This design comes from an exercise in tuning for small area, a short achievable clock period and few clock cycles per item on the open sky130 flow, not from production work.
RTL that was checked went through simulation tests only; none was proved equivalent to the original.
Function not checked in run 1: the RTL went through the layout flow alone.
Power is estimated from default activity; no workload was simulated.

<file path="flow/design.v">
package tfdr_pkg;
  localparam logic [1:0] CMD_SET     = 2'd0;
  localparam logic [1:0] CMD_RESTART = 2'd1;
  localparam logic [1:0] CMD_TICK    = 2'd2;
  localparam logic [1:0]  FAN_LIMIT   = 2'd3;
  localparam logic [15:0] PASSTHROUGH = 16'hFFFF;
  localparam logic [8:0]  FAN0_RESET  = 9'h020;
  localparam logic [16:0] ELAPSED_MAX = 17'h1FFFF;
  localparam logic [2:0] PH_IDLE = 3'd0;   
  localparam logic [2:0] PH_MOD2 = 3'd2;   
  localparam logic [2:0] PH_INIT = 3'd3;   
  localparam logic [2:0] PH_STEP = 3'd4;   
  localparam logic [2:0] PH_FIN  = 3'd5;   
endpackage
module tfdr_divider (
  input  logic [15:0] rem,
  input  logic [15:0] mrem,
  input  logic        mbit,
  input  logic [16:0] ela,
  input  logic [18:0] ed1,
  input  logic [18:0] ed2,
  input  logic [15:0] dur,
  output logic [1:0]  qd,
  output logic [15:0] rem_n,
  output logic        abit,
  output logic [15:0] mrem_n
);
  logic [18:0] base;
  logic [18:0] c0;
  logic [18:0] c1;
  logic [18:0] s0;
  logic [18:0] s1;
  logic [18:0] s2;
  assign base = {2'b0, rem, 1'b0};
  assign c0   = mbit ? {2'b0, ela} : 19'd0;
  assign c1   = mbit ? ed1 : ~{3'b0, dur};
  assign s0   = base + c0;
  assign s1   = base + c1 + {18'd0, !mbit};
  assign s2   = base + ed2;
  always_comb begin
    if (mbit && !s2[18]) begin
      qd    = 2'd2;
      rem_n = s2[15:0];
    end else if (!s1[18]) begin
      qd    = 2'd1;
      rem_n = s1[15:0];
    end else begin
      qd    = 2'd0;
      rem_n = s0[15:0];
    end
  end
  logic [16:0] x;
  logic [17:0] xd;
  assign x      = {mrem, ~mbit};
  assign xd     = {1'b0, x} - {2'b0, dur};
  assign abit   = xd[17];
  assign mrem_n = abit ? x[15:0] : xd[15:0];
endmodule
module three_fan_duty_ramp_unit (
  input  logic        clk,
  input  logic        rst,
  input  logic        cfg_we,
  input  logic [15:0] cfg_data,
  input  logic        s_tvalid,
  output logic        s_tready,
  input  logic [15:0] s_tdata,    
  input  logic [3:0]  s_tuser,    
  output logic        m_tvalid,
  input  logic        m_tready,
  output logic [31:0] m_tdata,    
  output logic [1:0]  m_tuser     
);
  logic [15:0] dur;
  logic [16:0] elapsed;
  logic [8:0]  t0, p0;
  logic [7:0]  t1, p1;
  logic        t1x, p1x;
  logic [8:0]  t2, p2;
  logic        t2x, p2x;
  logic [9:0]  fy0, fy2;
  logic [8:0]  fy1;
  logic [16:0] fe [3];
  logic [8:0]  fa [3];
  logic [15:0] fm [3];
  logic        fs [3];
  logic [2:0]  phase;
  logic [3:0]  cnt;
  logic        first;
  logic        mbit;    
  logic        lead;    
  logic [1:0]  efan;
  logic [2:0]  dirty;
  logic        bg;      
  logic        spass;   
  logic [15:0] er;      
  logic [15:0] em;      
  logic [8:0]  eb;      
  logic [8:0]  eq;      
  logic        esg;     
  logic [10:0] tsel;    
  logic [10:0] psel;    
  logic [18:0] ed1;     
  logic [18:0] ed2;     
  logic        pend;    
  logic        pend_r;  
  logic        byp_r;   
  logic [1:0] cmd;
  logic [1:0] fan_in;
  logic       acc;
  logic       tick_acc;
  logic       rst_acc;
  logic       rst_go;
  logic       hold;
  logic       set_acc;
  logic       out_free;
  logic       tick_go;
  logic       clean;
  assign cmd      = s_tuser[1:0];
  assign fan_in   = s_tuser[3:2];
  assign s_tready = ((phase == tfdr_pkg::PH_IDLE) || bg) && !pend && !pend_r;
  assign acc      = s_tvalid && s_tready;
  assign tick_acc = acc && (cmd == tfdr_pkg::CMD_TICK);
  assign rst_acc  = acc && (cmd == tfdr_pkg::CMD_RESTART);
  assign set_acc  = acc && (cmd == tfdr_pkg::CMD_SET) && (fan_in != tfdr_pkg::FAN_LIMIT);
  assign out_free = !m_tvalid || m_tready;
  assign hold     = m_tvalid && !m_tready;
  assign rst_go   = (rst_acc || pend_r) && !hold;
  assign clean    = (phase == tfdr_pkg::PH_IDLE) && (dirty == 3'b000);
  logic go_new;
  logic go_old;
  assign go_new   = clean && !pend && !pend_r;
  assign go_old   = clean && pend;
  assign tick_go  = ((s_tvalid && cmd == tfdr_pkg::CMD_TICK && go_new) || go_old) &&
                    (m_tready || !m_tvalid);
  logic [10:0] tv [3];
  logic [10:0] pv [3];
  assign tv[0] = {2'b00, t0};
  assign tv[1] = t1x ? 11'h7FF : {3'b000, t1};
  assign tv[2] = t2x ? 11'h7FF : {2'b00, t2};
  assign pv[0] = {2'b00, p0};
  assign pv[1] = p1x ? 11'h7FF : {3'b000, p1};
  assign pv[2] = p2x ? 11'h7FF : {2'b00, p2};
  always_ff @(posedge clk) begin
    if (rst) begin
      dur <= '0;
    end else if (cfg_we) begin
      dur <= cfg_data;
    end
  end
  always_ff @(posedge clk) begin
    if (rst) begin
      elapsed <= '0;
    end else if (rst_go) begin
      elapsed <= '0;
    end else if (tick_go && elapsed != tfdr_pkg::ELAPSED_MAX) begin
      elapsed <= elapsed + 1'b1;
    end
  end
  always_ff @(posedge clk) begin
    ed1 <= {2'b00, elapsed} - {3'b000, dur};
    ed2 <= {2'b00, elapsed} - {2'b00, dur, 1'b0};
  end
  logic        tk_c  [3];
  logic [16:0] tk_e  [3];
  logic [9:0]  tk_a  [3];
  logic [9:0]  tk_y  [3];
  logic [9:0]  fy_w  [3];
  assign fy_w[0] = fy0;
  assign fy_w[1] = {1'b0, fy1};
  assign fy_w[2] = fy2;
  for (genvar f = 0; f < 3; f++) begin : g_tick
    assign tk_c[f]  = !fe[f][16];
    assign tk_e[f]  = fe[f] + {1'b1, ~fm[f]} + (tk_c[f] ? 17'd0 : {1'b0, dur});
    assign tk_a[f]  = {10{fs[f]}} ^ {1'b0, fa[f]};
    assign tk_y[f]  = fy_w[f] + tk_a[f] + {9'd0, fs[f] ^ tk_c[f]};
  end
  logic        last;
  logic [1:0]  qd;
  logic [15:0] er_n;
  logic        abit;
  logic [15:0] em_n;
  logic [8:0]  eq_n;
  logic [10:0] sel_t;
  logic [10:0] sel_p;
  logic [10:0] dif_a;
  logic [10:0] dif_b;
  logic        mag_neg;
  logic [8:0]  mag;
  assign last  = lead ? (lead_pos == 4'd0) : (cnt == 4'd0);
  assign sel_t   = tv[efan];
  assign sel_p   = pv[efan];
  assign dif_a   = tsel - psel;
  assign dif_b   = psel - tsel;
  assign mag_neg = dif_a[10];
  assign mag     = mag_neg ? dif_b[8:0] : dif_a[8:0];
  tfdr_divider u_div (
    .rem    (er),
    .mrem   (em),
    .mbit   (mbit),
    .ela    (elapsed),
    .ed1    (ed1),
    .ed2    (ed2),
    .dur    (dur),
    .qd     (qd),
    .rem_n  (er_n),
    .abit   (abit),
    .mrem_n (em_n)
  );
  assign eq_n    = {eq[7:0], 1'b0} + {7'd0, qd};
  logic       step_en;
  logic [3:0] lz;         
  logic [8:0] eb_lz;      
  logic [3:0] lead_pos;   
  logic       eb_zero;
  assign step_en = first ? mag[8] : !(lead && eb_zero);
  always_comb begin
    lz = 4'd7;
    for (int i = 1; i < 9; i++) begin
      if (eb[i]) lz = 4'(8 - i);
    end
  end
  assign eb_lz    = eb << lz;
  assign lead_pos = cnt - lz;
  assign eb_zero  = (eb[8:1] == 8'd0);
  logic [11:0] fold_hi;
  logic [12:0] fold_z;
  always_comb begin
    case (s_tdata[15:12])
      4'd0:  fold_hi = 12'd0;
      4'd1:  fold_hi = 12'd244;
      4'd2:  fold_hi = 12'd488;
      4'd3:  fold_hi = 12'd732;
      4'd4:  fold_hi = 12'd976;
      4'd5:  fold_hi = 12'd1220;
      4'd6:  fold_hi = 12'd1464;
      4'd7:  fold_hi = 12'd1708;
      4'd8:  fold_hi = 12'd1952;
      4'd9:  fold_hi = 12'd2196;
      4'd10: fold_hi = 12'd2440;
      4'd11: fold_hi = 12'd2684;
      4'd12: fold_hi = 12'd2928;
      4'd13: fold_hi = 12'd3172;
      4'd14: fold_hi = 12'd3416;
      default: fold_hi = 12'd3660;
    endcase
  end
  assign fold_z = {1'b0, fold_hi} + {1'b0, s_tdata[11:0]};
  logic [8:0]  mod_r;
  logic [11:0] mod_c [5];
  for (genvar k = 0; k < 5; k++) begin : g_modc
    logic [11:0] off;
    always_comb begin
      case (er[12:10])
        3'd0:    off = 12'(0   - 321 * k);
        3'd1:    off = 12'(61  - 321 * k);
        3'd2:    off = 12'(122 - 321 * k);
        3'd3:    off = 12'(183 - 321 * k);
        3'd4:    off = 12'(244 - 321 * k);
        3'd5:    off = 12'(305 - 321 * k);
        3'd6:    off = 12'(366 - 321 * k);
        default: off = 12'(427 - 321 * k);
      endcase
    end
    assign mod_c[k] = {2'b00, er[9:0]} + off;
  end
  always_comb begin
    if (!mod_c[4][11])      mod_r = mod_c[4][8:0];
    else if (!mod_c[3][11]) mod_r = mod_c[3][8:0];
    else if (!mod_c[2][11]) mod_r = mod_c[2][8:0];
    else if (!mod_c[1][11]) mod_r = mod_c[1][8:0];
    else                    mod_r = mod_c[0][8:0];
  end
  logic [10:0] new_t;
  always_comb begin
    if (efan == 2'd1) begin
      new_t = spass ? 11'h7FF : {3'b000, er[7:0]};
    end else if (spass) begin
      new_t = (efan == 2'd2) ? 11'h7FF : 11'd51;
    end else begin
      new_t = {2'b00, mod_r};
    end
  end
  logic [9:0]  fin_y;
  logic [16:0] fin_e;
  assign fin_y = psel[9:0] + (esg ? -{1'b0, eq} : {1'b0, eq});
  assign fin_e = {1'b0, er} + {1'b1, ~em};
  logic [1:0] pick;
  always_comb begin
    if (dirty[0])      pick = 2'd0;
    else if (dirty[1]) pick = 2'd1;
    else               pick = 2'd2;
  end
  always_ff @(posedge clk) begin
    if (rst) begin
      phase <= tfdr_pkg::PH_IDLE;
      dirty <= 3'b000;
      bg    <= 1'b0;
    end else begin
      if (set_acc) begin
        phase <= tfdr_pkg::PH_MOD2;
        bg    <= 1'b0;
      end else if (rst_go && bg) begin
        phase <= tfdr_pkg::PH_IDLE;
        bg    <= 1'b0;
      end else begin
        case (phase)
          tfdr_pkg::PH_IDLE: begin
            if (dirty != 3'b000) begin
              phase <= tfdr_pkg::PH_INIT;
              bg    <= 1'b1;
            end
          end
          tfdr_pkg::PH_MOD2, tfdr_pkg::PH_INIT: begin
            if (cfg_we) begin
              phase <= tfdr_pkg::PH_IDLE;
            end else if (!(phase == tfdr_pkg::PH_MOD2 && hold)) begin
              phase <= tfdr_pkg::PH_STEP;
            end
          end
          tfdr_pkg::PH_STEP: begin
            if (cfg_we) begin
              phase <= tfdr_pkg::PH_IDLE;
            end else if (!first && (last || (lead && eb_zero))) begin
              phase <= tfdr_pkg::PH_FIN;
            end
          end
          default: begin
            if (!hold || cfg_we) begin
              phase <= tfdr_pkg::PH_IDLE;
              bg    <= 1'b0;
            end
          end
        endcase
        if (cfg_we) begin
          bg <= 1'b0;
        end
      end
      if (phase == tfdr_pkg::PH_FIN && !hold && !rst_go) begin
        dirty[efan] <= 1'b0;
      end
      if (cfg_we) begin
        dirty <= 3'b111;
      end
    end
  end
  always_ff @(posedge clk) begin
    if (set_acc) begin
      efan  <= fan_in;
      spass <= (s_tdata == tfdr_pkg::PASSTHROUGH);
    end else if (phase == tfdr_pkg::PH_IDLE) begin
      efan <= pick;
    end
  end
  always_ff @(posedge clk) begin
    case (phase)
      tfdr_pkg::PH_MOD2, tfdr_pkg::PH_INIT: begin
        if (!(phase == tfdr_pkg::PH_MOD2 && hold)) begin
          tsel  <= (phase == tfdr_pkg::PH_MOD2) ? new_t : sel_t;
          psel  <= (phase == tfdr_pkg::PH_MOD2) ? sel_t : sel_p;
          er    <= '0;
          em    <= dur - 1'b1;
          eq    <= '0;
          first <= 1'b1;
          mbit  <= 1'b1;
        end
      end
      tfdr_pkg::PH_STEP: begin
        if (step_en) begin
          er <= er_n;
          em <= em_n;
          eq <= eq_n;
        end
        if (first) begin
          eb   <= {mag[7:0], abit & mag[8]};
          esg  <= mag_neg;
          mbit <= mag[8] ? mag[7] : 1'b1;
          lead <= !mag[8];
          cnt  <= 4'd7;
        end else if (lead) begin
          eb   <= {eb_lz[7:0], abit && !eb_zero};
          mbit <= eb_lz[7];
          lead <= 1'b0;
          cnt  <= lead_pos - 1'b1;
        end else begin
          eb   <= {eb[7:0], abit};
          mbit <= eb[7];
          cnt  <= cnt - 1'b1;
        end
        first <= 1'b0;
      end
      default: begin end
    endcase
    if (set_acc) begin
      er <= (fan_in == 2'd1) ? s_tdata : {3'b000, fold_z};
    end
  end
  logic wr_t;
  assign wr_t = (phase == tfdr_pkg::PH_MOD2) && !hold;
  always_ff @(posedge clk) begin
    if (rst) begin
      t0 <= tfdr_pkg::FAN0_RESET;
      p0 <= tfdr_pkg::FAN0_RESET;
    end else if (wr_t && efan == 2'd0) begin
      p0 <= t0;
      t0 <= new_t[8:0];
    end
  end
  always_ff @(posedge clk) begin
    if (rst) begin
      t1  <= '0;
      t1x <= 1'b1;
      p1  <= '0;
      p1x <= 1'b1;
    end else if (wr_t && efan == 2'd1) begin
      p1  <= t1;
      p1x <= t1x;
      t1  <= er[7:0];
      t1x <= spass;
    end
  end
  always_ff @(posedge clk) begin
    if (rst) begin
      t2  <= '0;
      t2x <= 1'b1;
      p2  <= '0;
      p2x <= 1'b1;
    end else if (wr_t && efan == 2'd2) begin
      p2  <= t2;
      p2x <= t2x;
      t2  <= new_t[8:0];
      t2x <= spass;
    end
  end
  logic eng_wr [3];
  for (genvar f = 0; f < 3; f++) begin : g_state
    assign eng_wr[f] = (phase == tfdr_pkg::PH_FIN) && (efan == 2'(f)) && !hold;
    always_ff @(posedge clk) begin
      if (eng_wr[f]) begin
        fa[f] <= eb;
        fm[f] <= em;
        fs[f] <= esg;
      end
    end
    always_ff @(posedge clk) begin
      if (rst_go) begin
        fe[f] <= {1'b1, ~fm[f]};
      end else if (eng_wr[f]) begin
        fe[f] <= fin_e;
      end else if (tick_go) begin
        fe[f] <= tk_e[f];
      end
    end
  end
  always_ff @(posedge clk) begin
    if (rst_go) begin
      fy0 <= pv[0][9:0];
    end else if (eng_wr[0]) begin
      fy0 <= fin_y;
    end else if (tick_go) begin
      fy0 <= tk_y[0];
    end
  end
  always_ff @(posedge clk) begin
    if (rst_go) begin
      fy1 <= pv[1][8:0];
    end else if (eng_wr[1]) begin
      fy1 <= fin_y[8:0];
    end else if (tick_go) begin
      fy1 <= tk_y[1][8:0];
    end
  end
  always_ff @(posedge clk) begin
    if (rst_go) begin
      fy2 <= pv[2][9:0];
    end else if (eng_wr[2]) begin
      fy2 <= fin_y;
    end else if (tick_go) begin
      fy2 <= tk_y[2];
    end
  end
  logic bypass;
  assign bypass = (dur == 16'd0) || (elapsed >= {1'b0, dur});
  always_ff @(posedge clk) begin
    if (rst) begin
      m_tvalid <= 1'b0;
      pend     <= 1'b0;
      pend_r   <= 1'b0;
    end else begin
      if (tick_go) begin
        m_tvalid <= 1'b1;
      end else if (m_tready) begin
        m_tvalid <= 1'b0;
      end
      if (tick_acc && !tick_go) begin
        pend <= 1'b1;
      end else if (tick_go) begin
        pend <= 1'b0;
      end
      if (rst_acc && hold) begin
        pend_r <= 1'b1;
      end else if (!hold) begin
        pend_r <= 1'b0;
      end
    end
  end
  always_ff @(posedge clk) begin
    if (tick_go) begin
      byp_r <= bypass;
    end
  end
  logic [9:0] duty [3];
  for (genvar f = 0; f < 3; f++) begin : g_duty
    assign duty[f] = byp_r ? tv[f][9:0] : fy_w[f];
  end
  assign m_tdata = {3'b000, t2x ? 10'd0 : duty[2], t1x ? 9'd0 : duty[1][8:0], duty[0]};
  assign m_tuser = {t2x, t1x};
endmodule
</file>
<file path="flow/flow/run.sh">
#!/bin/bash
# Standard layout, except that the port buffers are sky130_fd_sc_hd__buf_4
# instead of the delay buffer buffer_ports picks on its own. Every input and
# output port still gets its buffer. The whole make output goes to
# standard.log in the work folder (ORFS keeps its per-step logs under orfs/).
set -euo pipefail
export BUFFER_PORTS_ARGS="-buffer_cell sky130_fd_sc_hd__buf_4"
bash standard.sh > standard.log 2>&1
</file>
<file path="flow/standard.sh">
#!/bin/bash
# synth_recipe.tcl (not shown) runs the flow's synth.tcl, then flattens the netlist and writes it again
# the make line also repeats each setting of config.mk as NAME=value (left out here)
make -C /OpenROAD-flow-scripts/flow DESIGN_CONFIG=/design/flow/config.mk WORK_HOME=/design/flow/orfs CLKGATE_MAP_FILE= SYNTH_SCRIPT=/design/flow/synth_recipe.tcl "${@:-finish}"
</file>
<file path="flow/config.mk">
export PLATFORM = sky130hd
export DESIGN_NAME = three_fan_duty_ramp_unit
export DESIGN_NICKNAME = three_fan_duty_ramp_unit
export VERILOG_FILES = /design/flow/design.v
export SDC_FILE = /design/flow/constraint.sdc
export NUM_CORES = 4
export LEC_CHECK = 0
export CAP_MARGIN = 20
export CORE_MARGIN = 2
export CORE_UTILIZATION = 40
export PLACE_DENSITY = 0.6
export SETUP_SLACK_MARGIN = 4.0
export SLEW_MARGIN = 20
</file>
<file path="flow/constraint.sdc">
create_clock -name core_clock -period 7.5 [get_ports {clk}]
set_input_delay 1.5000 -clock core_clock [delete_from_list [all_inputs] [get_ports {clk}]]
set_output_delay 1.5000 -clock core_clock [all_outputs]
set_load 0.01 [all_outputs]
</file>
==> results.sh, run 1 <==
export IMPL_holdWs_ns=0.475
export IMPL_relSlewSlack_pct=26.1
export IMPL_synthTopCellsByArea="edfxtp_1 24%, ha_1 11%, dfxtp_1 9.3%"
export IMPL_power_density_nw_per_um2=385
export IMPL_ys_ff_latch=375
export IMPL_ys_seq_area_share_pct=32.9
export IMPL_place_gp_congestion=0.909
export IMPL_reg2reg_depth=14
export IMPL_die_area_um2=77100
export IMPL_area_growth_pct=20.5
export IMPL_antenna_found_initial=0
export IMPL_postCtsHoldBufs=0
export IMPL_ant_nets=0
export IMPL_tns_ns=0
export IMPL_synth_top_area_cell="edfxtp_1"
export IMPL_crit_arrival_ns=4.21
export IMPL_yosysWarnings=16
export IMPL_start_util_pct=40.3
export IMPL_fp_dieH_um=278
export IMPL_slowest_delay_ns=0.44
export IMPL_core_um2=74300
export IMPL_dp_cells=4309
export IMPL_rr_startpoint="er[10]"
export IMPL_drt_total_wl_mm=103
export IMPL_yosysMostFrequentCell="nand2_1"
export IMPL_cp_cell_sequence="buf_6 > ha_2 > nand2_1 > o21a_1 > ha_1 > a21o_1 > a21oi_1 > o21ai_4 > buf_4 > o31ai_2 > a221oi_1 > o21a_1 > a221oi_4 > mux2i_1"
export IMPL_synth_top_area_share_pct=23.6
export IMPL_hold_violations=0
export IMPL_leakage_uw=0.0147
export IMPL_cp_slowest_cell="a21oi_1"
export IMPL_max_cap_violations=0
export IMPL_diodes=0
export IMPL_num_fill_cells=7082
export IMPL_clock_root_buffer="clkbuf_16"
export IMPL_cp_max_fo=8
export IMPL_p_sw_share_pct=45.6
export IMPL_clock_sinks=375
export IMPL_cpMostUsedCell="o21a_1"
export IMPL_synth_ff_type="edfxtp_1"
export IMPL_min_path_type="reg -> reg"
export IMPL_p_switching_uw=6340
export IMPL_required_ns=7.86
export IMPL_grt_start_max_net_pins=81
export IMPL_synth_enable_flop_cells=236
export IMPL_detail_route_vias_per_cell=5.80
export IMPL_drt_iter0_drc=2343
export IMPL_p_int_uw=7560
export IMPL_grt_overflow=0
export IMPL_max_freq_mhz=260
export IMPL_rsz0062_at_grt="true"
export IMPL_cts_inserted_buffers=46
export IMPL_ys_async_sr_fraction_pct=0
export IMPL_syn_inst=3387
export IMPL_startpoint="er[10]"
export IMPL_dieWidth_um=278
export IMPL_track_usage_pct=25.8
export IMPL_wl_per_cell_um=22.6
export IMPL_yosys_top_cells_count="310 x nand2_1, 285 x nor2_1, 283 x a21oi_1"
export IMPL_cts_tree="done"
export IMPL_drive_gt1_share_pct=17.8
export IMPL_peakVddDrop_mv=0.222
export IMPL_hp_start="p1[5]"
export IMPL_grt_pass1_vias=25000
export IMPL_post_route_min_period_ns=3.84
export IMPL_status="finished clean"
export IMPL_row_count=100
export IMPL_post_dp_hpwl_mm=73.2
export IMPL_cts_reportedPaths_clkPinSlew_ns=0.06
export IMPL_fin_cells=4564
export IMPL_finalSetupViolCount=0
export IMPL_timing_final_crit_share_pct=51.3
export IMPL_io_buffers=73
export IMPL_clock_skew_ns=0.0574
export IMPL_htreeDepth=2
export IMPL_vias=26500
export IMPL_clock_latency_ns=0.64
export IMPL_start_kind="flop"
export IMPL_place_area_um2=31500
export IMPL_endpoint_kind="flop"
export IMPL_fin_area_um2=36100
export IMPL_grt_pass1_wl_mm=154
export IMPL_criticalPathCategory="reg -> reg"
export IMPL_tightest_slew_ns=1.11
export IMPL_drc_errors=0
export IMPL_r2r_end="tsel[1]"
export IMPL_synth_distinct_cells=90
export IMPL_netlist_area_um2=30000
export IMPL_seqPwrFrac_pct=22.3
export IMPL_comb_power_share_pct=61.7
export IMPL_fin_nets=3943
export IMPL_crit_end="tsel[1]"
export IMPL_cts_path_max_buffers=3
export IMPL_io_pins=77
export IMPL_syn_area_per_cell_um2=8.85
export IMPL_dr_pass1_iters=8
export IMPL_maxSlewViolCount=0
export IMPL_pwr_share_clk_pct=16.0
export IMPL_r2r_slack_ns=3.66
-- routing by layer --
metal | track usage [%] | vias up | wire length, um
li1 | - | 12500 | -
met1 | 35.7 | 12900 | 45100
met2 | 42.0 | 925 | 47900
met3 | 2.36 | 182 | 6340
met4 | 9.29 | 0 | 3950
met5 | 0 | - | 0
-- worst max-delay path: cells and delay by family (launching register included) --
kind,cells,cell delay [ns]
simple gates,1,0.24
buf+inv,2,0.33
mux,1,0.16
compound gates,8,1.82
flops,1,0.43
fa+ha+maj,2,0.64
-- through the flow --
step	setup WS [ns]	utilization, %	power (uW)
detailed placement	2.71	42.4	9900
finish	3.66	48.6	13900
global route	3.49	48.6	14700
CTS	3.67	46.4	12900
global placement	2.86	42.4	9890
floorplan	3.54	-	7940
-- cells in the final DEF, fill, tap and decap left out, types with 27 or more instances in the layout --
master | Yosys | layout
nor2b_1 | 45 | 42
dfxtp_1 | 139 | 127
and3_1 | 29 | 29
nor3_1 | 90 | 82
nor2_1 | 285 | 270
ha_1 | 271 | 242
o21ai_1 | 40 | 42
nand2_1 | 310 | 301
o211ai_1 | 30 | 30
buf_4 | 5 | 236
nand3_1 | 73 | 69
mux2i_1 | 69 | 62
a21o_1 | 59 | 59
a21oi_1 | 283 | 262
and2_1 | 60 | 50
o21ai_0 | 185 | 158
xnor2_1 | 160 | 155
edfxtp_1 | 236 | 236
fa_1 | 73 | 65
o21bai_1 | 30 | 27
nand2b_1 | 42 | 38
a211oi_1 | 70 | 52
clkbuf_16 | 0 | 50
o21a_1 | 31 | 29
inv_1 | 207 | 197
xor2_1 | 112 | 110
-- layout make-up --
cell class | count | area [um2] | area share [%]
multi-input cells | 2652 | 20400 | 56.5
flip-flops and latches | 375 | 9900 | 27.4
repair buffers | 269 | 2280 | 6.30
clock buffers | 60 | 1260 | 3.48
well taps | 969 | 1210 | 3.36
inverters | 214 | 845 | 2.34
clock inverters | 25 | 214 | 0.592
-- cell families after synthesis --
| kind of cell | count (synthesis) | share of synthesized area, % |
|---|---|---|
| xor+xnor | 272 | 7.95 |
| buf+inv | 365 | 4.68 |
| simple gates | 1029 | 16.0 |
| other cells | 1 | 0.0125 |
| fa+ha+maj | 346 | 16.3 |
| mux | 80 | 2.79 |
| flops | 375 | 32.9 |
| compound gates | 919 | 19.3 |
-- power by group through the flow --
stage	Combinational (uW)	Sequential, uW	Clock [uW]
2_1_floorplan	5010	2920	0
3_3_place_gp	6690	3200	0
3_5_place_dp	6690	3210	0
4_1_cts	7580	3080	2250
5_1_grt	9240	3110	2320
6_report	8580	3090	2220
-- timing repair --
| action | 4_1_cts | 5_1_grt |
|---|---|---|
| endpoints found under the setup margin | 309 | 153 |
| pin swaps | 67 | 110 |
| gates cloned | 4 | 4 |
| resized for setup | 175 | 203 |
| endpoints found under the hold margin | 0 | 0 |
| setup buffers | 90 | 72 |
-- worst min-delay path by stage --
stage | depth (start not counted) | endpoint
finish | 2 | p1[5]
global route | 2 | p1[6]
CTS | 2 | p1[5]
detailed placement | 2 | p1[5]
global placement | 2 | p2[2]
floorplan | 0 | ed2[0]
-- state kept, by name, indices dropped and copies added (netlist names), 17 cells and up --
signal / count
ed1: 18
ed2: 18
elapsed: 17
fa: 27
fe: 51
fm: 48
==> run 2, diff against run 1 <==
--- a/flow/design.v
+++ b/flow/design.v
@@ -7,6 +7,7 @@
   localparam logic [8:0]  FAN0_RESET  = 9'h020;
   localparam logic [16:0] ELAPSED_MAX = 17'h1FFFF;
   localparam logic [2:0] PH_IDLE = 3'd0;   
+  localparam logic [2:0] PH_MOD1 = 3'd1;   
   localparam logic [2:0] PH_MOD2 = 3'd2;   
   localparam logic [2:0] PH_INIT = 3'd3;   
   localparam logic [2:0] PH_STEP = 3'd4;   
@@ -112,6 +113,8 @@
   logic       rst_go;
   logic       hold;
   logic       set_acc;
+  logic       pass_in;
+  logic       quick;
   logic       out_free;
   logic       tick_go;
   logic       clean;
@@ -122,6 +125,7 @@
   assign tick_acc = acc && (cmd == tfdr_pkg::CMD_TICK);
   assign rst_acc  = acc && (cmd == tfdr_pkg::CMD_RESTART);
   assign set_acc  = acc && (cmd == tfdr_pkg::CMD_SET) && (fan_in != tfdr_pkg::FAN_LIMIT);
+  assign pass_in  = (s_tdata == tfdr_pkg::PASSTHROUGH);
   assign out_free = !m_tvalid || m_tready;
   assign hold     = m_tvalid && !m_tready;
   assign rst_go   = (rst_acc || pend_r) && !hold;
@@ -222,32 +226,11 @@
   assign eb_lz    = eb << lz;
   assign lead_pos = cnt - lz;
   assign eb_zero  = (eb[8:1] == 8'd0);
-  logic [11:0] fold_hi;
-  logic [12:0] fold_z;
-  always_comb begin
-    case (s_tdata[15:12])
-      4'd0:  fold_hi = 12'd0;
-      4'd1:  fold_hi = 12'd244;
-      4'd2:  fold_hi = 12'd488;
-      4'd3:  fold_hi = 12'd732;
-      4'd4:  fold_hi = 12'd976;
-      4'd5:  fold_hi = 12'd1220;
-      4'd6:  fold_hi = 12'd1464;
-      4'd7:  fold_hi = 12'd1708;
-      4'd8:  fold_hi = 12'd1952;
-      4'd9:  fold_hi = 12'd2196;
-      4'd10: fold_hi = 12'd2440;
-      4'd11: fold_hi = 12'd2684;
-      4'd12: fold_hi = 12'd2928;
-      4'd13: fold_hi = 12'd3172;
-      4'd14: fold_hi = 12'd3416;
-      default: fold_hi = 12'd3660;
-    endcase
-  end
-  assign fold_z = {1'b0, fold_hi} + {1'b0, s_tdata[11:0]};
+  logic [12:0] mod_z;
   logic [8:0]  mod_r;
-  logic [11:0] mod_c [5];
-  for (genvar k = 0; k < 5; k++) begin : g_modc
+  logic [11:0] mod_c [4];
+  assign mod_z = {er[15:10], 6'd0} - {5'd0, er[15:10], 2'd0} + {7'd0, er[15:10]} + {3'd0, er[9:0]};
+  for (genvar k = 0; k < 4; k++) begin : g_modc
     logic [11:0] off;
     always_comb begin
       case (er[12:10])
@@ -255,22 +238,22 @@
         3'd1:    off = 12'(61  - 321 * k);
         3'd2:    off = 12'(122 - 321 * k);
         3'd3:    off = 12'(183 - 321 * k);
-        3'd4:    off = 12'(244 - 321 * k);
-        3'd5:    off = 12'(305 - 321 * k);
-        3'd6:    off = 12'(366 - 321 * k);
-        default: off = 12'(427 - 321 * k);
+        default: off = 12'(244 - 321 * k);
       endcase
     end
     assign mod_c[k] = {2'b00, er[9:0]} + off;
   end
   always_comb begin
-    if (!mod_c[4][11])      mod_r = mod_c[4][8:0];
-    else if (!mod_c[3][11]) mod_r = mod_c[3][8:0];
+    if (!mod_c[3][11])      mod_r = mod_c[3][8:0];
     else if (!mod_c[2][11]) mod_r = mod_c[2][8:0];
     else if (!mod_c[1][11]) mod_r = mod_c[1][8:0];
     else                    mod_r = mod_c[0][8:0];
   end
   logic [10:0] new_t;
+  logic [10:0] quick_t;
+  logic [10:0] wt;
+  logic        wx;
+  logic [1:0]  wfan;
   always_comb begin
     if (efan == 2'd1) begin
       new_t = spass ? 11'h7FF : {3'b000, er[7:0]};
@@ -280,6 +263,17 @@
       new_t = {2'b00, mod_r};
     end
   end
+  always_comb begin
+    if (fan_in == 2'd1) begin
+      quick_t = pass_in ? 11'h7FF : {3'b000, s_tdata[7:0]};
+    end else begin
+      quick_t = (fan_in == 2'd2) ? 11'h7FF : 11'd51;
+    end
+  end
+  assign quick = set_acc && (fan_in == 2'd1 || pass_in) && !hold;
+  assign wt    = quick ? quick_t : new_t;
+  assign wx    = quick ? pass_in : spass;
+  assign wfan  = quick ? fan_in : efan;
   logic [9:0]  fin_y;
   logic [16:0] fin_e;
   assign fin_y = psel[9:0] + (esg ? -{1'b0, eq} : {1'b0, eq});
@@ -297,7 +291,8 @@
       bg    <= 1'b0;
     end else begin
       if (set_acc) begin
-        phase <= tfdr_pkg::PH_MOD2;
+        phase <= quick ? tfdr_pkg::PH_STEP :
+                 (fan_in == 2'd1 || pass_in) ? tfdr_pkg::PH_MOD2 : tfdr_pkg::PH_MOD1;
         bg    <= 1'b0;
       end else if (rst_go && bg) begin
         phase <= tfdr_pkg::PH_IDLE;
@@ -310,6 +305,9 @@
               bg    <= 1'b1;
             end
           end
+          tfdr_pkg::PH_MOD1: begin
+            phase <= tfdr_pkg::PH_MOD2;
+          end
           tfdr_pkg::PH_MOD2, tfdr_pkg::PH_INIT: begin
             if (cfg_we) begin
               phase <= tfdr_pkg::PH_IDLE;
@@ -346,13 +344,16 @@
   always_ff @(posedge clk) begin
     if (set_acc) begin
       efan  <= fan_in;
-      spass <= (s_tdata == tfdr_pkg::PASSTHROUGH);
+      spass <= pass_in;
     end else if (phase == tfdr_pkg::PH_IDLE) begin
       efan <= pick;
     end
   end
   always_ff @(posedge clk) begin
     case (phase)
+      tfdr_pkg::PH_MOD1: begin
+        er <= {3'b000, mod_z};
+      end
       tfdr_pkg::PH_MOD2, tfdr_pkg::PH_INIT: begin
         if (!(phase == tfdr_pkg::PH_MOD2 && hold)) begin
           tsel  <= (phase == tfdr_pkg::PH_MOD2) ? new_t : sel_t;
@@ -390,19 +391,27 @@
       end
       default: begin end
     endcase
-    if (set_acc) begin
-      er <= (fan_in == 2'd1) ? s_tdata : {3'b000, fold_z};
+    if (quick) begin
+      tsel  <= quick_t;
+      psel  <= tv[fan_in];
+      er    <= '0;
+      em    <= dur - 1'b1;
+      eq    <= '0;
+      first <= 1'b1;
+      mbit  <= 1'b1;
+    end else if (set_acc) begin
+      er <= s_tdata;
     end
   end
   logic wr_t;
-  assign wr_t = (phase == tfdr_pkg::PH_MOD2) && !hold;
+  assign wr_t = ((phase == tfdr_pkg::PH_MOD2) && !hold) || quick;
   always_ff @(posedge clk) begin
     if (rst) begin
       t0 <= tfdr_pkg::FAN0_RESET;
       p0 <= tfdr_pkg::FAN0_RESET;
-    end else if (wr_t && efan == 2'd0) begin
+    end else if (wr_t && wfan == 2'd0) begin
       p0 <= t0;
-      t0 <= new_t[8:0];
+      t0 <= wt[8:0];
     end
   end
   always_ff @(posedge clk) begin
@@ -411,11 +420,11 @@
       t1x <= 1'b1;
       p1  <= '0;
       p1x <= 1'b1;
-    end else if (wr_t && efan == 2'd1) begin
+    end else if (wr_t && wfan == 2'd1) begin
       p1  <= t1;
       p1x <= t1x;
-      t1  <= er[7:0];
-      t1x <= spass;
+      t1  <= wt[7:0];
+      t1x <= wx;
     end
   end
   always_ff @(posedge clk) begin
@@ -424,11 +433,11 @@
       t2x <= 1'b1;
       p2  <= '0;
       p2x <= 1'b1;
-    end else if (wr_t && efan == 2'd2) begin
+    end else if (wr_t && wfan == 2'd2) begin
       p2  <= t2;
       p2x <= t2x;
-      t2  <= new_t[8:0];
-      t2x <= spass;
+      t2  <= wt[8:0];
+      t2x <= wx;
     end
   end
   logic eng_wr [3];
==> run 2 against run 1 <==
Die area rose by 2.5%; cell area shrank 1.4%; critical path type unchanged; setup slack improved by 0.29 ns; clock power up 5%; critical endpoint is now fe[0][15]; synthesized cell count grew 4.2%.
==> results.sh, run 2 <==
export IMPL_post_route_worst_setup_slack_ns=3.94
export IMPL_fp_dieH_um=281
export IMPL_io_pins=77
export IMPL_criticalPathCategory="reg -> reg"
export IMPL_max_cap_violations=0
export IMPL_whs_path_depth=2
export IMPL_drt_total_wl_mm=105
export IMPL_ant_nets=0
export IMPL_post_route_min_period_ns=3.56
export IMPL_area_growth_pct=15.8
export IMPL_rsz0062_at_grt="true"
export IMPL_synth_distinct_cells=105
export IMPL_required_ns=7.82
export IMPL_synthTopCellsByArea="edfxtp_1 20%, dfxtp_1 11%, ha_1 11%"
export IMPL_dr_pass1_iters=6
export IMPL_slowest_delay_ns=0.55
export IMPL_ys_ff_latch=375
export IMPL_synth_enable_flop_cells=209
export IMPL_syn_inst=3530
export IMPL_path_buf_inv=2
export IMPL_track_usage_pct=25.6
export IMPL_syn_area_per_cell_um2=8.71
export IMPL_synth_top_area_cell="edfxtp_1"
export IMPL_clock_skew_ns=0.0209
export IMPL_peakVddDrop_mv=0.277
export IMPL_reg2reg_depth=15
export IMPL_dieWidth_um=281
export IMPL_clock_root_buffer="clkbuf_16"
export IMPL_top_regs="fe (51), fm (48), fa (27)"
export IMPL_cp_top_family="adder cells"
export IMPL_start_util_pct=40.4
export IMPL_largest_reg_flops=51
export IMPL_cp_depth=15
export IMPL_grt_start_max_net_pins=78
export IMPL_drc_errors=0
export IMPL_htreeDepth=2
export IMPL_tns_ns=0
export IMPL_tightest_slew_ns=0.909
export IMPL_yosysWarnings=16
export IMPL_yosysMostFrequentCell="nor2_1"
export IMPL_netlist_area_um2=30700
export IMPL_postCtsHoldBufs=0
export IMPL_cts_reportedPaths_clkPinSlew_ns=0.06
export IMPL_vias=27300
export IMPL_leakage_uw=0.0146
export IMPL_yosys_top_cells_count="313 x nor2_1, 305 x a21oi_1, 287 x nand2_1"
export IMPL_wl_per_cell_um=22.4
export IMPL_cp_max_fo=4
export IMPL_start_kind="flop"
export IMPL_relSlewSlack_pct=39.4
export IMPL_cts_inserted_buffers=46
export IMPL_endpoint_kind="flop"
export IMPL_max_freq_mhz=281
export IMPL_fin_nets=4014
export IMPL_grt_pass1_wl_mm=155
export IMPL_mostFrequentLayoutCells="304 x nor2_1, 292 x a21oi_1, 282 x nand2_1, 252 x ha_1, 230 x inv_1"
export IMPL_drt_iter0_drc=2474
export IMPL_min_path_type="reg -> reg"
export IMPL_clock_sinks=375
export IMPL_grt_pass1_vias=25400
export IMPL_row_count=101
export IMPL_synth_ff_type="edfxtp_1"
export IMPL_core_um2=76100
export IMPL_drive_gt1_share_pct=14.3
export IMPL_cp_cell_sequence="buf_12 > and2_4 > fa_1 > ha_4 > inv_2 > fa_2 > nor2b_4 > o31a_1 > o211ai_1 > a21oi_2 > nor3_4 > o41ai_4 > xor2_1 > nand3_1 > o221ai_2"
export IMPL_hold_violations=0
export IMPL_finalSetupViolCount=0
export IMPL_cts_tree="done"
export IMPL_antenna_found_initial=2
export IMPL_status="finished clean"
export IMPL_timing_final_crit_share_pct=47.5
export IMPL_final_common_cell="nor2_1"
export IMPL_pre_cts_ws_ns=2.61
export IMPL_synth_top_area_share_pct=20.4
export IMPL_post_dp_hpwl_mm=76.0
export IMPL_io_buffers=73
export IMPL_place_gp_congestion=0.936
export IMPL_ys_seq_area_share_pct=31.2
export IMPL_regMostFlops="fe"
export IMPL_detail_route_vias_per_cell=5.81
export IMPL_cp_slowest_cell="fa_1"
export IMPL_power_density_nw_per_um2=493
export IMPL_clock_latency_ns=0.60
export IMPL_grt_overflow=0
export IMPL_die_area_um2=79100
export IMPL_crit_arrival_ns=3.88
export IMPL_ys_async_sr_fraction_pct=0
export IMPL_num_fill_cells=7470
export IMPL_maxSlewViolCount=0
export IMPL_cts_path_max_buffers=3
==> run 2: changes by cell type after synthesis, sizes merged, moves of 12 or more <==
cell    delta
nor2      +29
buf       +28
dfxtp     +27
edfxtp    -27
a21oi     +25
inv       +25
nand2     -22
o21a      +20
o21ai     +20
a31oi     +19
o221ai    +16
clkbuf    -14
xor2      -13
mux2i     +12
==> run 2: where the power goes <==
group / internal [uW] / switching (uW) / leakage (uW) / total, uW
combinational: 4770 / 6910 / 0.0105 / 11700
clock: 1340 / 978 / 0.000778 / 2320
sequential: 2880 / 672 / 0.00328 / 3550
==> run 2: cells by family after synthesis <==
group                    count (synthesis)  synth area share [%]
other                                    1                0.0122
flip-flops                             375                  31.2
adder cells (fa/ha/maj)                342                  15.8
XOR/XNOR                               250                  7.12
buffers and inverters                  405                  5.27
multiplexers                           103                  3.48
AO/OA/AOI/OAI                         1021                  21.3
AND/OR/NAND/NOR                       1033                  15.8
==> run 2: final timing paths <==
path | startpoint | endpoint | slack (ns)
max | dur[1] | fe[0][15] | 3.94
min | p2[0] | p2[0] | 0.47
max reg2reg | dur[1] | fe[0][15] | 3.94
min reg2reg | p2[0] | p2[0] | 0.47
==> run 2: metrics by stage <==
| step | hold WS, ns | cells | power (uW) | cell area [um2] | utilization (%) |
|---|---|---|---|---|---|
| global route | 0.496 | 4700 | 18700 | 35600 | 46.8 |
| CTS | 0.471 | 4629 | 16600 | 34500 | 45.3 |
| floorplan | 0.423 | 3532 | 10800 | 30800 | - |
| detailed placement | 0.461 | 4505 | 13700 | 32200 | 42.3 |
| finish | 0.471 | 4701 | 17600 | 35600 | 46.8 |
| global placement | 0.459 | 4505 | 13700 | 32200 | 42.3 |
==> run 2: area by class of cell <==
cell class | instances | area (um2) | share of cell area [%]
diodes | 2 | 5.00 | 0.0141
clock buffers | 59 | 1350 | 3.78
clock inverters | 27 | 216 | 0.608
inverters | 240 | 921 | 2.59
multi-input cells | 2758 | 20400 | 57.3
flip-flops and latches | 375 | 9660 | 27.1
well taps | 1030 | 1290 | 3.62
repair buffers | 209 | 1740 | 4.90
repair inverters | 1 | 5.00 | 0.0141
==> run 2: what timing repair did <==
| action | CTS | global route |
|---|---|---|
| gates resized for setup | 115 | 119 |
| pin swaps | 23 | 40 |
| gates cloned | 2 | 6 |
| endpoints found under the setup margin | 274 | 221 |
| buffers inserted | 36 | 64 |
==> run 2: worst min-delay path, delay by kind of cell (launching register included) <==
| family | cells | cell delay [ns] |
|---|---|---|
| flip-flops | 1 | 0.32 |
| AND/OR/NAND/NOR | 1 | 0.05 |
| AO/OA/AOI/OAI | 1 | 0.05 |
==> run 2: metal layers <==
| metal | GRT usage, % | part of all wire, % | vias up |
|---|---|---|---|
| met2 | 40.8 | 45 | 1054 |
| met5 | 0 | 0.012 | - |
| met1 | 35.3 | 43 | 13100 |
| li1 | - | - | 12900 |
| met4 | 9.21 | 3.6 | 2 |
| met3 | 3.87 | 7.7 | 208 |
Testbench counts of run 2, summed over its fixed seeds: cycles 7,757, items 2,684.
==> run 3, diff against run 2 <==
--- a/flow/config.mk
+++ b/flow/config.mk
@@ -9,5 +9,5 @@
 export CORE_MARGIN = 2
 export CORE_UTILIZATION = 40
 export PLACE_DENSITY = 0.6
-export SETUP_SLACK_MARGIN = 4.0
+export SETUP_SLACK_MARGIN = 3.8
 export SLEW_MARGIN = 20
==> run 3 against run 2 <==
Critical path type unchanged; global-route usage grew 0.054 points; sequential cell count is the same; critical endpoint is now er[0]; largest power group unchanged; non-clock buffer count shrank 61; largest cell class unchanged; synthesized area is the same.
==> results.sh, run 3 <==
export IMPL_clock_skew_ns=0.0242
export IMPL_num_fill_cells=7502
export IMPL_antenna_found_initial=3
export IMPL_clock_latency_ns=0.61
export IMPL_row_count=101
export IMPL_pre_cts_ws_ns=2.72
export IMPL_cts_tree="done"
export IMPL_ys_ff_latch=375
export IMPL_pwr_share_clk_pct=14.3
export IMPL_fin_nets=3951
export IMPL_peakVddDrop_mv=0.237
export IMPL_required_ns=7.97
export IMPL_status="finished clean"
export IMPL_grt_overflow=0
export IMPL_io_buffers=73
export IMPL_seqPwrFrac_pct=21.1
export IMPL_timing_final_crit_share_pct=48.4
export IMPL_io_pins=77
export IMPL_p_switching_uw=8280
export IMPL_grt_util_met1_pct=35.7
export IMPL_cts_path_max_buffers=3
export IMPL_ys_async_sr_fraction_pct=0
export IMPL_syn_area_per_cell_um2=8.71
export IMPL_dieWidth_um=281
export IMPL_drc_errors=0
export IMPL_synth_ff_type="edfxtp_1"
export IMPL_top_regs="fe (51), fm (48), fa (27)"
export IMPL_htreeDepth=2
export IMPL_tightest_slew_ns=1.08
export IMPL_rsz0062_at_grt="true"
export IMPL_detail_route_vias_per_cell=5.83
export IMPL_start_util_pct=40.4
export IMPL_grtUsageMet2_pct=41.9
export IMPL_rr_startpoint="dur[5]"
export IMPL_use_met3_pct=3.43
export IMPL_path_buf_inv=0
export IMPL_tns_ns=0
export IMPL_max_freq_mhz=275
export IMPL_r2r_end="er[0]"
export IMPL_grt_pass1_vias=25600
export IMPL_drt_total_wl_mm=104
export IMPL_synthTopCellsByArea="edfxtp_1 20%, dfxtp_1 11%, ha_1 11%"
export IMPL_clock_root_buffer="clkbuf_16"
export IMPL_final_common_cell="nor2_1"
export IMPL_reg2reg_depth=11
export IMPL_regMostFlops="fe"
export IMPL_die_area_um2=79100
export IMPL_track_usage_pct=25.7
export IMPL_synth_enable_flop_cells=209
export IMPL_grt_busiest_layer="met2"
export IMPL_mostFrequentLayoutCells="308 x nor2_1, 300 x a21oi_1, 283 x nand2_1, 259 x ha_1, 231 x inv_1"
export IMPL_crit_end="er[0]"
export IMPL_dr_pass1_iters=6
export IMPL_synth_distinct_cells=105
export IMPL_cpMostUsedCell="o21a_1"
export IMPL_maxSlewViolCount=0
export IMPL_post_route_worst_setup_slack_ns=3.87
export IMPL_slowest_delay_ns=0.71
export IMPL_grt_start_max_net_pins=86
export IMPL_yosysWarnings=16
export IMPL_core_um2=76100
export IMPL_synth_top_area_share_pct=20.4
export IMPL_post_dp_hpwl_mm=76.7
export IMPL_p_int_uw=8630
export IMPL_place_gp_congestion=0.929
export IMPL_cp_cell_sequence="o21ai_0 > ha_1 > o21a_1 > o21a_1 > o221ai_2 > a21boi_1 > o21bai_2 > and2_4 > mux2_2 > a211oi_2 > o22ai_1"
export IMPL_max_cap_violations=0
export IMPL_finalSetupViolCount=0
export IMPL_cp_slowest_cell="dfxtp_1"
export IMPL_total_power_uw=16900
export IMPL_grt_pass1_wl_mm=156
export IMPL_fin_area_um2=34600
export IMPL_drt_iter0_drc=2653
export IMPL_criticalPathCategory="reg -> reg"
export IMPL_startpoint="dur[5]"
export IMPL_cp_depth=11
export IMPL_vias=27000
export IMPL_start_kind="flop"
export IMPL_yosys_top_cells_count="313 x nor2_1, 305 x a21oi_1, 287 x nand2_1"
export IMPL_p_sw_share_pct=49.0
export IMPL_cts_reportedPaths_clkPinSlew_ns=0.06
export IMPL_cp_top_family="compound AO/OA/AOI/OAI gates"
export IMPL_ys_seq_area_share_pct=31.2
export IMPL_fp_dieH_um=281
export IMPL_clock_sinks=375
export IMPL_relSlewSlack_pct=27.9
export IMPL_min_path_type="reg -> reg"
export IMPL_largest_reg_flops=51
export IMPL_comb_power_share_pct=64.6
export IMPL_leakage_uw=0.0141
export IMPL_post_route_util_pct=45.5
export IMPL_netlist_area_um2=30700
export IMPL_drive_gt1_share_pct=10.8
export IMPL_cp_max_fo=21
export IMPL_place_area_um2=32300
export IMPL_crit_arrival_ns=4.10
export IMPL_area_growth_pct=12.7
export IMPL_synth_top_area_cell="edfxtp_1"
export IMPL_r2r_slack_ns=3.87
export IMPL_hold_violations=0
export IMPL_syn_inst=3530
export IMPL_cts_inserted_buffers=48
export IMPL_power_density_nw_per_um2=488
export IMPL_yosysMostFrequentCell="nor2_1"
export IMPL_ant_nets=0
export IMPL_endpoint_kind="flop"
export IMPL_wl_per_cell_um=22.4
export IMPL_post_route_min_period_ns=3.63
run 3: cells by family (layout without fill, tap and decap cells):
family                   Yosys count  in the layout  synth area share (%)
AND/OR/NAND/NOR                 1033           1035                  15.8
other                              1              4                0.0122
AO/OA/AOI/OAI                   1021           1021                  21.3
multiplexers                     103            103                  3.48
XOR/XNOR                         250            250                  7.12
buffers and inverters            405            478                  5.27
flip-flops                       375            375                  31.2
adder cells (fa/ha/maj)          342            342                  15.8
run 3: what timing repair did:
action | CTS | global route
endpoints found under the setup margin | 208 | 166
gates resized for setup | 48 | 77
hold buffers | 0 | 0
buffers inserted | 7 | 25
hold endpoints to repair | 0 | 0
pin swaps | 4 | 15
gates cloned | 1 | 2
run 3: tightest hold or removal path, cell delays in order (launching register included):
cell	delay [ns]
dfxtp_1	0.32
nand2_1	0.05
o211ai_1	0.07
run 3: worst min path at each step:
stage / depth (start not counted) / start / slack [ns] / to
floorplan: 0 / elapsed[0] / 0.42 / ed2[0]
global placement: 2 / t1x / 0.47 / t1x
detailed placement: 2 / t1x / 0.47 / t1x
CTS: 2 / p2[8] / 0.49 / p2[8]
global route: 2 / p2[3] / 0.51 / p2[3]
finish: 2 / t1x / 0.48 / t1x
run 3: area by class of cell:
| class | instances | area [um2] | share of cell area, % |
|---|---|---|---|
| antenna | 1 | 2.50 | 0.00722 |
| clock buffer | 72 | 1460 | 4.22 |
| clock inverter | 17 | 169 | 0.488 |
| inverter | 240 | 915 | 2.64 |
| multi-input combinational | 2754 | 20000 | 57.7 |
| sequential | 375 | 9630 | 27.8 |
| tap | 1030 | 1290 | 3.72 |
| timing repair buffer | 148 | 1190 | 3.45 |
| timing repair inverter | 1 | 5.00 | 0.0144 |
run 3: power groups by stage:
stage	Combinational, uW	Clock (uW)	Sequential [uW]
finish	10900	2410	3570
global route	11900	2520	3610
CTS	10400	2440	3570
detailed placement	10100	0	3600
global placement	10100	0	3600
floorplan	7570	0	3190
run 3: stage by stage:
stage	hold slack, ns	cells
floorplan	0.423	3532
global placement	0.470	4512
detailed placement	0.475	4513
CTS	0.485	4610
global route	0.506	4637
finish	0.485	4638
run 3: routing by layer:
metal | vias up | part of all wire (%)
met5 | - | 0
met4 | 0 | 2.7
met3 | 170 | 6.8
met2 | 1013 | 46
met1 | 13100 | 44
li1 | 12800 | -
==> run 4, diff against run 3 <==
--- a/flow/config.mk
+++ b/flow/config.mk
@@ -7,7 +7,7 @@
 export LEC_CHECK = 0
 export CAP_MARGIN = 20
 export CORE_MARGIN = 2
-export CORE_UTILIZATION = 40
-export PLACE_DENSITY = 0.6
+export CORE_UTILIZATION = 50
+export PLACE_DENSITY = 0.65
 export SETUP_SLACK_MARGIN = 3.8
 export SLEW_MARGIN = 20
==> run 4 against run 3 <==
Still clean; register-to-register slack worse by 0.05 ns; cell area down 1.4%; combinational power about the same; maximum frequency down 1.3%; total power down 0.80%; synthesized cell count unchanged; sequential share of layout area up 0.46 points; non-clock buffer count down 5; critical path type unchanged; largest power group unchanged.
==> results.sh, run 4 <==
export IMPL_cts_inserted_buffers=46
export IMPL_holdWs_ns=0.472
export IMPL_slowest_delay_ns=0.55
export IMPL_detail_route_vias_per_cell=6.34
export IMPL_yosys_top_cells_count="313 x nor2_1, 305 x a21oi_1, 287 x nand2_1"
export IMPL_r2r_end="fe[1][15]"
export IMPL_cp_depth=12
export IMPL_synth_top_area_share_pct=20.4
export IMPL_relSlewSlack_pct=31.1
export IMPL_max_cap_violations=0
export IMPL_startpoint="dur[3]"
export IMPL_grt_overflow=0
export IMPL_cpMostUsedCell="a21oi_1"
export IMPL_clock_sinks=375
export IMPL_wl_per_cell_um=23.5
export IMPL_grt_start_max_net_pins=74
export IMPL_synth_ff_type="edfxtp_1"
export IMPL_grt_pass1_wl_mm=156
export IMPL_leakage_uw=0.0141
export IMPL_drive_gt1_share_pct=10.4
export IMPL_synth_top_area_cell="edfxtp_1"
export IMPL_peakVddDrop_mv=0.290
export IMPL_maxSlewViolCount=0
export IMPL_dr_pass1_iters=7
export IMPL_tightest_slew_ns=1.03
export IMPL_r2r_slack_ns=3.82
export IMPL_drc_errors=0
export IMPL_fp_dieH_um=252
export IMPL_clock_latency_ns=0.60
export IMPL_start_util_pct=50.7
export IMPL_row_count=90
export IMPL_cp_max_fo=7
export IMPL_rsz0062_at_grt="true"
export IMPL_cts_tree="done"
export IMPL_cp_slowest_cell="dfxtp_2"
export IMPL_dieWidth_um=252
export IMPL_criticalPathCategory="reg -> reg"
export IMPL_status="finished clean"
export IMPL_pre_cts_ws_ns=2.77
export IMPL_post_route_min_period_ns=3.68
export IMPL_hold_violations=0
export IMPL_syn_area_per_cell_um2=8.71
export IMPL_cts_reportedPaths_clkPinSlew_ns=0.06
export IMPL_synth_enable_flop_cells=209
export IMPL_largest_reg_flops=51
export IMPL_ys_ff_latch=375
export IMPL_io_pins=77
export IMPL_vias=27800
export IMPL_top_regs="fe (51), fm (48), fa (27)"
export IMPL_required_ns=7.81
export IMPL_cp_cell_sequence="and2_1 > fa_1 > ha_1 > nor2b_1 > o31a_1 > o31ai_4 > a21oi_1 > o41ai_2 > a21oi_1 > xor2_1 > nand2_1 > o221ai_1"
export IMPL_netlist_area_um2=30700
export IMPL_grt_pass1_vias=26400
export IMPL_finalSetupViolCount=0
export IMPL_rr_startpoint="dur[3]"
export IMPL_clock_skew_ns=0.0315
export IMPL_track_usage_pct=31.7
export IMPL_diodes=0
export IMPL_synth_distinct_cells=105
export IMPL_regMostFlops="fe"
export IMPL_place_gp_congestion=0.980
export IMPL_cp_top_family="compound AO/OA/AOI/OAI gates"
export IMPL_core_um2=60600
export IMPL_power_density_nw_per_um2=491
export IMPL_endpoint_kind="flop"
export IMPL_ant_nets=0
export IMPL_fin_nets=3944
export IMPL_yosysWarnings=16
export IMPL_total_power_uw=16800
export IMPL_ys_seq_area_share_pct=31.2
export IMPL_clock_root_buffer="clkbuf_16"
export IMPL_antenna_found_initial=1
export IMPL_final_common_cell="nor2_1"
export IMPL_timing_final_crit_share_pct=49.0
export IMPL_area_growth_pct=11.2
export IMPL_synthTopCellsByArea="edfxtp_1 20%, dfxtp_1 11%, ha_1 11%"
export IMPL_syn_inst=3530
export IMPL_crit_end="fe[1][15]"
export IMPL_reg2reg_depth=12
export IMPL_path_buf_inv=0
export IMPL_yosysMostFrequentCell="nor2_1"
export IMPL_start_kind="flop"
export IMPL_ys_async_sr_fraction_pct=0
export IMPL_post_dp_hpwl_mm=76.4
export IMPL_drt_total_wl_mm=103
export IMPL_max_freq_mhz=272
export IMPL_crit_arrival_ns=3.99
export IMPL_mostFrequentLayoutCells="309 x nor2_1, 300 x a21oi_1, 282 x nand2_1, 262 x ha_1, 232 x inv_1"
export IMPL_tns_ns=0
export IMPL_htreeDepth=2
export IMPL_die_area_um2=63500
export IMPL_cts_path_max_buffers=3
export IMPL_io_buffers=73
export IMPL_min_path_type="reg -> reg"
export IMPL_post_route_worst_setup_slack_ns=3.82
export IMPL_drt_iter0_drc=2822
run 4: timing repair:
action	in CTS	in global routing
setup buffers	11	31
endpoints found under the setup margin	254	197
hold buffers	0	0
cloned	2	1
pin swaps	11	16
gates resized for setup	63	62
run 4: worst min-delay path by stage:
stage	startpoint	slack (ns)	end	depth (start not counted)
after global routing	p2[0]	0.49	p2[0]	2
after CTS	p2[0]	0.47	p2[0]	2
after detailed placement	p2[0]	0.46	p2[0]	2
after global placement	p2[8]	0.46	p2[8]	2
final	p2[0]	0.47	p2[0]	2
after floorplan	elapsed[0]	0.42	ed2[0]	0
run 4: cell families (layout without fill, tap and decap cells):
kind of cell             count (synthesis)  count (layout)  share of synthesized area (%)
flip-flops                             375             375                           31.2
XOR/XNOR                               250             250                           7.12
AO/OA/AOI/OAI                         1021            1022                           21.3
adder cells (fa/ha/maj)                342             342                           15.8
multiplexers                           103             103                           3.48
AND/OR/NAND/NOR                       1033            1035                           15.8
other                                    1               3                         0.0122
buffers and inverters                  405             469                           5.27
run 4: per-layer routing:
metal  wire length (um)  vias up  GRT usage (%)  part of all wire, %
met5                 19        -              0                0.018
met4               4240        2           11.8                  4.1
met3               9680      262           6.67                  9.4
met2              46800     1396           51.2                   45
met1              42200    13400           42.0                   41
li1                   -    12700              -                    -
run 4: through the flow:
stage | std cells | area (um2) | util, %
4_1_cts | 4349 | 33700 | 55.6
5_1_grt | 4381 | 34200 | 56.4
6_report | 4381 | 34200 | 56.4
2_1_floorplan | 3532 | 30800 | -
3_3_place_gp | 4250 | 31800 | 52.5
3_5_place_dp | 4250 | 31800 | 52.5
run 4: final cells by class:
| class | count | area (um2) |
|---|---|---|
| fill | 5460 | 26400 |
| clock inverter | 23 | 188 |
| multi-input combinational | 2755 | 19900 |
| tap | 782 | 978 |
| clock buffer | 63 | 1320 |
| timing repair buffer | 143 | 1170 |
| inverter | 240 | 915 |
| sequential | 375 | 9660 |
run 4: worst reg2reg max path, cell delays in order, from the launching register on:
cell and delay, ns:
dfxtp_2 0.55, and2_1 0.22, fa_1 0.42, ha_1 0.34, nor2b_1 0.17, o31a_1 0.31
o31ai_4 0.27, a21oi_1 0.18, o41ai_2 0.40, a21oi_1 0.17, xor2_1 0.17, nand2_1 0.09
o221ai_1 0.13
run 4: power breakdown:
part           internal, uW  total [uW]  switching [uW]
Combinational          4300       10900            6560
Sequential             2880        3660             781
Clock                  1300        2250             944
Total                  8480       16800            8290

-- re-timing with driven ports --
In the flow no input, the clock included, has a driving cell. The finished layouts below were timed again as built, in two steps. Step 1, drivers: a clkbuf_16 drives clk and a buf_2 each remaining input, both assumed. Step 2 times the ports against the registers' clock, not the clock port: input delays grow and output delays shrink by t, the midpoint of the rising clock arrivals with the driver on. Three values: ideal, step 1, step 2; two values: the first two.
| run | t, ns | setup WS [ns] | hold WS [ns] |
|---|---|---|---|
| run 1 | 0.674 | 3.655 / 3.655 / 3.389 | 0.475 / 0.475 / 0.475 |
| run 2 | 0.651 | 3.941 / 3.941 / 3.421 | 0.471 / 0.471 / 0.471 |
| run 3 | 0.659 | 3.868 / 3.868 / 3.256 | 0.485 / 0.485 / 0.485 |
| run 4 | 0.645 | 3.822 / 3.822 / 3.294 | 0.472 / 0.472 / 0.472 |
After both steps setup and hold are still met in every run listed. The setup slack of run 3, which loses most, moves by 0.000 ns with the drivers and by -0.612 ns with both steps.
